Context: an optimization exercise on an open-source flow, tuned for small area, a short achievable clock period and few clock cycles per item. The choices shown serve that exercise and are no tape-out recipe.
Function was checked by simulation only, so behaviour that the tests miss may differ from the original.
No activity file was given, so power comes from the tool's default toggle rates.

==> design/flow/design.v <==
package edge_reader_pkg;
    localparam int CORE_NUM = 4;
    localparam int CACHELINE_LEN_WIDTH = 3;
    localparam int CACHELINE_LEN = 1 << CACHELINE_LEN_WIDTH;
    localparam int WAIT_END_DELAY = 20;
    typedef logic [16-1:0] vertex_id_t;
    typedef logic [22-1:0] offset_t;
    typedef logic [22-CACHELINE_LEN_WIDTH-1:0] line_addr_t;
    typedef logic [CACHELINE_LEN-1:0] edge_mask_t;
    typedef logic [$clog2(CORE_NUM)-1:0] lane_idx_t;
    typedef struct packed {
        line_addr_t addr;
        edge_mask_t mask;
        vertex_id_t v_id;
    } edge_req_t;
endpackage
`timescale 1ns/1ps
module edge_reader_top (
    input  logic                           clk,
    input  logic                           rst,
    input  edge_reader_pkg::vertex_id_t                     in_v_id,
    input  edge_reader_pkg::offset_t                        in_loffset,
    input  edge_reader_pkg::offset_t                        in_roffset,
    input  logic                           in_valid,
    output logic                           in_ready,
    input  logic                           front_iteration_end,
    input  logic       [4-1:0]     edge_stall,
    output edge_reader_pkg::line_addr_t [4-1:0]     edge_addr,
    output edge_reader_pkg::edge_mask_t [4-1:0]     edge_mask,
    output edge_reader_pkg::vertex_id_t [4-1:0]     edge_v_id,
    output logic       [4-1:0]     edge_valid,
    output logic                           iteration_end
);
    localparam int NL = 4;
    localparam int OW = 22;
    localparam int SW = 3;
    localparam int LW = OW - SW;
    localparam int VW = 16;
    function automatic logic inc_eq(input logic [LW-1:0] a, input logic [LW-1:0] b);
        logic [LW-1:0] y;
        logic [LW-1:0] t;
        y = ~a;
        t = (b ^ y) ~^ {(b[LW-2:0] | y[LW-2:0]), 1'b0};
        inc_eq = &t;
    endfunction
    function automatic logic inc2_eq(input logic [LW-1:0] a, input logic [LW-1:0] b);
        logic [LW-1:0] y;
        logic [LW-1:0] c;
        y = ~a;
        c = {(b[LW-2:1] | y[LW-2:1]), (b[0] & y[0]), 1'b1};
        c = (b ^ y) ~^ c;
        inc2_eq = &c;
    endfunction
    logic          s1_valid;
    logic [VW-1:0] s1_vid;
    logic [OW-1:0] s1_lo;
    logic [OW-1:0] s1_ro;
    logic [LW-1:0] d_lo_hi, d_ro_hi;
    logic [SW-1:0] d_ro_lo;
    logic          d_nz;
    logic          d_empty;
    logic          d_single;
    assign d_lo_hi = s1_lo[OW-1:SW];
    assign d_ro_hi = s1_ro[OW-1:SW];
    assign d_ro_lo = s1_ro[SW-1:0];
    assign d_nz = |d_ro_lo;
    assign d_empty = !(s1_lo < s1_ro);
    assign d_single = d_nz ? (d_ro_hi == d_lo_hi) : inc_eq(d_lo_hi, d_ro_hi);
    logic          s_valid;
    logic [VW-1:0] s_vid;
    logic [LW-1:0] s_addr;
    logic [LW-1:0] s_ro_hi;
    logic          s_nz;
    logic [SW-1:0] s_lo_lo;
    logic [SW-1:0] s_hi;
    logic          s_single;
    logic [7:0]    s_mask;
    logic [1:0]    s_lane;
    assign s_lane = s_vid[1:0];
    always_comb begin
        for (int b = 0; b < 8; b++)
            s_mask[b] = (SW'(b) >= s_lo_lo) && (!s_single || (SW'(b) <= s_hi));
    end
    logic [NL-1:0]   h_valid;
    logic [NL-1:0]   h_last;
    logic [NL-1:0]   e_valid;
    logic [LW-1:0]   h_addr [NL];
    logic [LW-1:0]   h_ro_hi [NL];
    logic [NL-1:0]   h_nz;
    logic [VW-3:0]   h_vid  [NL];
    logic [SW-1:0]   h_hi   [NL];
    logic [7:0]      h_mask [NL];
    logic [NL-1:0]   h_free;
    logic [NL-1:0]   load;
    logic            s_leave;
    logic [NL-1:0]   hv_next, hl_next, ev_next, hf_next;
    logic [NL-1:0]   near_end;
    logic            s_open;
    logic [NL-1:0]   load_r;
    always_comb begin
        for (int i = 0; i < NL; i++) begin
            h_free[i] = !h_valid[i] || (e_valid[i] && h_last[i]);
            load[i] = s_valid && load_r[i];
            near_end[i] = h_nz[i] ? inc_eq(h_addr[i], h_ro_hi[i]) : inc2_eq(h_addr[i], h_ro_hi[i]);
            hv_next[i] = load[i] || (h_valid[i] && !h_free[i]);
            ev_next[i] = hv_next[i] && !edge_stall[i];
            if (load[i])
                hl_next[i] = s_single;
            else if (e_valid[i])
                hl_next[i] = near_end[i];
            else
                hl_next[i] = h_last[i];
            hf_next[i] = !hv_next[i] || (ev_next[i] && hl_next[i]);
        end
        s_leave = |load;
    end
    logic take;
    logic s1v_next, sv_next, sv_pred;
    logic [1:0] lane_next;
    logic s_open_next;
    logic [NL-1:0] load_r_next;
    assign take = in_valid && in_ready;
    assign s1v_next = (s1_valid && !s_open) || take;
    assign sv_next = (s_valid && !s_leave) || (s1_valid && s_open && !d_empty);
    assign sv_pred = (s_valid && !s_leave) || (s1_valid && s_open);
    assign lane_next = (s1_valid && s_open) ? s1_vid[1:0] : s_lane;
    assign s_open_next = !sv_pred || hf_next[lane_next];
    always_comb
        for (int i = 0; i < NL; i++)
            load_r_next[i] = (lane_next == 2'(i)) && hf_next[i];
    always_ff @(posedge clk) begin
        if (rst) begin
            s1_valid <= 1'b0;
            s_valid <= 1'b0;
            in_ready <= 1'b0;
            s_open <= 1'b0;
            load_r <= '0;
        end else begin
            s1_valid <= s1v_next;
            s_valid <= sv_next;
            in_ready <= !s1v_next || s_open_next;
            s_open <= s_open_next;
            load_r <= load_r_next;
        end
    end
    always_ff @(posedge clk) begin
        if (in_ready) begin
            s1_vid <= in_v_id;
            s1_lo <= in_loffset;
            s1_ro <= in_roffset;
        end
    end
    always_ff @(posedge clk) begin
        if (s_open) begin
            s_vid <= s1_vid;
            s_addr <= d_lo_hi;
            s_ro_hi <= d_ro_hi;
            s_nz <= d_nz;
            s_lo_lo <= s1_lo[SW-1:0];
            s_hi <= d_ro_lo - 1'b1;
            s_single <= d_single;
        end
    end
    always_ff @(posedge clk) begin
        if (rst) begin
            h_valid <= '0;
            e_valid <= '0;
        end else begin
            h_valid <= hv_next;
            e_valid <= ev_next;
        end
    end
    always_ff @(posedge clk) h_last <= hl_next;
    always_ff @(posedge clk) begin
        for (int i = 0; i < NL; i++) begin
            if (load_r[i]) begin
                h_addr[i] <= s_addr;
                h_ro_hi[i] <= s_ro_hi;
                h_nz[i] <= s_nz;
                h_vid[i] <= s_vid[VW-1:2];
                h_hi[i] <= s_hi;
                h_mask[i] <= s_mask;
            end else if (e_valid[i] && !h_last[i]) begin
                h_addr[i] <= h_addr[i] + 1'b1;
                for (int b = 0; b < 8; b++)
                    h_mask[i][b] <= !near_end[i] || (SW'(b) <= h_hi[i]);
            end
        end
    end
    for (genvar i = 0; i < NL; i++) begin : g_out
        assign edge_addr[i] = h_addr[i];
        assign edge_mask[i] = h_mask[i];
        assign edge_v_id[i] = {h_vid[i], 2'(i)};
        assign edge_valid[i] = e_valid[i];
    end
    localparam int CNT_W = $clog2(20 + 1);
    logic [CNT_W-1:0] settle_cnt;
    logic settled;
    logic idle;
    always_ff @(posedge clk)
        if (rst)
            idle <= 1'b0;
        else
            idle <= !s1v_next && !sv_next && !(|hv_next);
    assign settled = front_iteration_end && !take && idle;
    always_ff @(posedge clk) begin
        if (rst || !settled) begin
            settle_cnt <= '0;
            iteration_end <= 1'b0;
        end else if (settle_cnt >= CNT_W'(20)) begin
            iteration_end <= 1'b1;
        end else begin
            settle_cnt <= settle_cnt + 1'b1;
            iteration_end <= 1'b0;
        end
    end
endmodule
==> design/flow/run.sh <==
#!/bin/bash
# synth_recipe.tcl (not shown) runs the flow's synth.tcl, then flattens the netlist and writes it again
# the make line also repeats each setting of config.mk as NAME=value (left out here)
make -C /OpenROAD-flow-scripts/flow DESIGN_CONFIG=/design/flow/config.mk WORK_HOME=/design/flow/orfs CLKGATE_MAP_FILE= SYNTH_SCRIPT=/design/flow/synth_recipe.tcl finish
==> design/flow/config.mk <==
export PLATFORM = sky130hd
export DESIGN_NAME = edge_reader_top
export DESIGN_NICKNAME = edge_reader_top
export VERILOG_FILES = /design/flow/design.v
export SDC_FILE = /design/flow/constraint.sdc
export NUM_CORES = 4
export LEC_CHECK = 0
export CAP_MARGIN = 20
export CORE_MARGIN = 2
export CORE_UTILIZATION = 40
export SLEW_MARGIN = 20
==> design/flow/constraint.sdc <==
create_clock -name core_clock -period 5.5 [get_ports {clk}]
set_input_delay 1.1000 -clock core_clock [delete_from_list [all_inputs] [get_ports {clk}]]
set_output_delay 1.1000 -clock core_clock [all_outputs]
set_load 0.01 [all_outputs]
==> notes.md <==
The run finished with no timing, DRC or antenna violations. The number of flops mapped to enable cells by yosys came out at 378. The worst endpoint data arrival time came out at around 3.2 ns. The setup slack of the critical path after layout is around 2.6 ns. The design draws approximately 7.1 mW. In this run, distinct cell masters in the synthesized netlist total 62. The synthesized-area fraction occupied by ao, oa, aoi and oai cells came out at 0.0586. The total congestion overflow is 0.

The total of warnings raised by yosys came out at 6. The synthesized area divided by synthesized cell count is around 13 um^2. Setup repair after global routing left no endpoint under its margin. The global-route met3 utilization is 0.0347. The worst setup path is captured at a register.

The fraction of the cycle the final worst path needs is 0.528. The standard cell core area is around 45000 um^2. The final layout contains routed wiring with a total length of around 45000 um.

Counting I/O delays and the setup requirement, the final critical path takes 2.90 ns. The die height came out at roughly 220 um. The startpoint type of the worst setup path is a register. The worst setup path is of the reg2reg kind. The worst register-to-register path has a setup slack of ~2.6 ns.

The max-slew violation count came out at 0. The leakage power of the design came out at around 8 nW. The register area share after synthesis is 0.652. The overall die area came out at 47300 um^2. The transition at the pin with the smallest max-transition slack came out at approximately 1.0 ns.

The number of antenna violations at the first check in global routing came out at 0. Setup violations remaining at the end of the flow were counted as 0. The post-CTS repair timing setup buffer count came out at 0. Dividing the detail-routed wire length by the instance count gives roughly 20 um. The initial core utilization is 0.404. Before antenna repair, the detailed router went through 5 iterations. The TritonCTS clock tree is built. The number of buffers inserted for hold repair after clock tree synthesis came out at 0.

The count of mapped cells out of synthesis is 1366. The number of global-route vias before repair is between 10k and 15k. Synthesis inferred ~400 register bits. The repair_antennas step left the layout with diodes totalling 0.

Detailed routing inserted a total of 11.3k vias. The number of routed nets with antenna violations came out at 0. Gates resized during post-CTS repair numbered 0. The post-synth design cell area is 18200 um^2. The number of clock sinks is just over 400. In the routed design, unresolved DRC markers number 0. In the synthesized netlist the dominant register cell turns out to be sky130_fd_sc_hd__edfxtp_1.

For the worst setup path, the data required time is about 5.8 ns. After routing, the total negative slack on setup checks comes to 0 ns. In this run the cell area measured after placement is between 20000 and 25000 um^2.

The headroom to the max-slew limit is 0.304. The final standard cell utilization of the core is 0.501. The worst min-delay path category is reg2reg. The aggregate global-route resource usage is 0.193.

The first routing iteration left a little over 900 violations. The mux share of post-synthesis cell area came out at 0.00679. IR analysis of the VDD net gives a maximum drop of around 0.23 mV. The HPWL after detailed placement is roughly 34000 um.

The H-tree depth reported by CTS came out at 2. At the end of routability-driven placement, the weighted congestion stood at 0.883. After synthesis, the largest family of logic cells by area is simple AND/OR/NAND/NOR gates. The final standard cell count with taps included and fillers excluded came out at between 2k and 2.5k.

The max-cap check violation count is 0. The hold violation total from the final report was 0. The arithmetic-cell share of the synthesized area counting full adders, half adders and majority gates is 0.0819. The fraction of registers with async set/reset is 0. In this run the core area contains ~80 standard-cell rows.

In this run the power density over the cells is about 310 nW/um^2. The clock latency at the later pin of the worst-skew pair is 0.58 ns. The routed via count divided by cell count is 5.01. The fraction of layout cells with a size suffix above 1 came out at 0.0509. The number of buffers added on ports came out at approximately 240. The maximum buffer depth of the clock tree came out at 3. The number of fill cells in the layout came out at 3956. Entering global routing, the biggest net connects just over 90 pins. The first-pass GRT wire length is roughly 68000 um. The fraction of synthesized cell area in xor and xnor cells came out at 0.0749. The final design instance area without fill is 22600 um^2. The number of cells in the design after placement came out at roughly 2.2k. The cell sitting at the root of the clock tree is a sky130_fd_sc_hd__clkbuf_16. The clock arrives with between 0.02 and 0.03 ns of skew. The net count of the finished layout is ~1.8k.

246 I/O pins were placed. Derived from the worst setup path, the maximum achievable clock frequency is about 340 MHz. The maximum fanout count along the critical path is 7.

Clock-pin slew was measured on the worst setup and hold paths at around 0.060 ns. Measured along the x axis, the die boundary spans 218 um. The met1 demand-to-capacity share in global routing came out at 0.267. Timing analysis after detailed placement gives a worst setup slack of 2.57 ns. The met2 demand-to-capacity share in global routing came out at 0.306.

After global routing, the most crowded layer is met2. Across all hold checks on the routed design, the worst slack comes to around 0.42 ns. Of the total synthesized cell area, the portion taken by AND, OR, NAND and NOR gates is 0.0888. Relative to the synthesized area, the layout overhead comes to 24.1%. The number of CTS-inserted buffers came out at between 40 and 50.
-- flip-flops by register name (all words and copies together) (netlist names), 5 cells and up --
name,flops
s_vid,16
h_hi,12
h_ro_hi,76
s_ro_hi,19
settle_cnt,5
s_addr,19
h_mask,32
s1_lo,22
h_vid,56
s1_vid,16
h_addr,76
s1_ro,22
-- cell usage in the layout, fill, tap and decap left out, drive strengths merged, types with 4 or more instances in the layout --
master / instances
a211oi: 6
a21o: 5
a21oi: 50
a311oi: 5
a31oi: 7
and2: 8
and3: 14
buf: 9
clkbuf: 55
clkdlybuf4s50: 237
clkinv: 15
conb: 8
dfxtp: 27
edfxtp: 378
fa: 9
ha: 105
inv: 128
mux2: 8
nand2: 114
nand2b: 9
nand3: 29
nand3b: 4
nand4: 26
nand4b: 4
nor2: 50
nor2b: 9
nor3: 17
nor4: 21
o21a: 4
o21ai: 81
or3: 7
xnor2: 98
xor2: 58
-- routing by layer --
layer | wire (um) | up-vias | part of all wire
li1 | - | 5410 | -
met3 | 2670 | 63 | 0.059
met5 | 0 | - | 0
met2 | 21300 | 329 | 0.47
met1 | 20100 | 5477 | 0.44
met4 | 1220 | 0 | 0.027
-- cell families after synthesis --
group,after synthesis
compound gates,184
simple gates,326
mux,11
buf+inv,168
fa+ha+maj,114
flops,405
xor+xnor,156
other cells,2
-- worst max-delay path: stages, from the launching register on --
cell	delay (ns)
sky130_fd_sc_hd__edfxtp_1	0.44
sky130_fd_sc_hd__ha_1	0.33
sky130_fd_sc_hd__xnor2_1	0.14
sky130_fd_sc_hd__nor4_1	0.55
sky130_fd_sc_hd__nand4_1	0.25
sky130_fd_sc_hd__or2_2	0.40
sky130_fd_sc_hd__a2111oi_0	0.41
sky130_fd_sc_hd__a21oi_1	0.07
-- Yosys cell counts, drive strengths merged (4+ instances only) --
cell type / number / area share
a21o: 5 / 0.0021
nand3b: 4 / 0.0016
clkbuf: 31 / 0.0064
or3: 7 / 0.0024
nand2b: 9 / 0.0031
buf: 11 / 0.0040
inv: 126 / 0.026
fa: 9 / 0.0099
edfxtp: 378 / 0.62
xor2: 58 / 0.028
nor3: 17 / 0.0047
ha: 105 / 0.072
xnor2: 98 / 0.047
nand4: 26 / 0.0089
nand2: 114 / 0.023
a31oi: 7 / 0.0024
nor4: 21 / 0.0075
nor2b: 9 / 0.0031
dfxtp: 27 / 0.030
a21oi: 50 / 0.014
and3: 14 / 0.0048
mux2: 8 / 0.0051
a311oi: 5 / 0.0024
nand3: 29 / 0.0080
and2: 8 / 0.0027
nand4b: 4 / 0.0019
nor2: 50 / 0.010
o21ai: 81 / 0.022
o21a: 4 / 0.0016
a211oi: 6 / 0.0025
-- final timing paths --
path,depth (start not counted),from,to
worst max-delay path,7,h_addr[2][8],h_mask[2][3]
worst min-delay path,0,s1_vid[4],s_vid[4]
worst max register to register,7,h_addr[2][8],h_mask[2][3]
worst min register to register,0,s1_vid[4],s_vid[4]
-- power by group --
part	switching [mW]	internal (mW)	total, mW
clock	1.19	1.62	2.81
sequential	0.150	3.55	3.70
combinational	0.286	0.263	0.550
-- layout make-up --
cell class	count	area, um^2	share of cell area
clock inverter	20	194	0.00857
timing repair buffer	246	2440	0.108
multi-input combinational	799	5700	0.252
inverter	126	473	0.0209
sequential	405	11900	0.526
tap	600	751	0.0332
clock buffer	55	1150	0.0509
Testbench counts, summed over its fixed seeds: cycles 27,123, items 38,351.

[what the ideal ports hide]
Ports are ideal in the flow. The routed layout listed here was re-timed in OpenROAD.
Step 1 sets driving cells, clkbuf_16 on the clock port and buf_2 on the other inputs (assumed; they add their load-dependent delay and slew).
Step 2 moves the port delays by t, midway between the first and last clock arrival at a register: inputs arrive t later, outputs are due t later. That takes back most of the time a late clock gives input paths.
Three values: ideal ports, drivers, drivers and shift; two values: the first two.
shift t [ns]: 0.624
setup slack, ns: 2.597 / 2.575 / 2.513
worst setup path at the end: input to register
clock arrival spread, ns: 0.026 / 0.026
worst register clock-pin slew, ns: 0.06 / 0.06
After both steps this run still meets setup and hold. For this run, drivers alone change the setup slack by -0.022 ns; drivers and shift together by -0.084 ns.
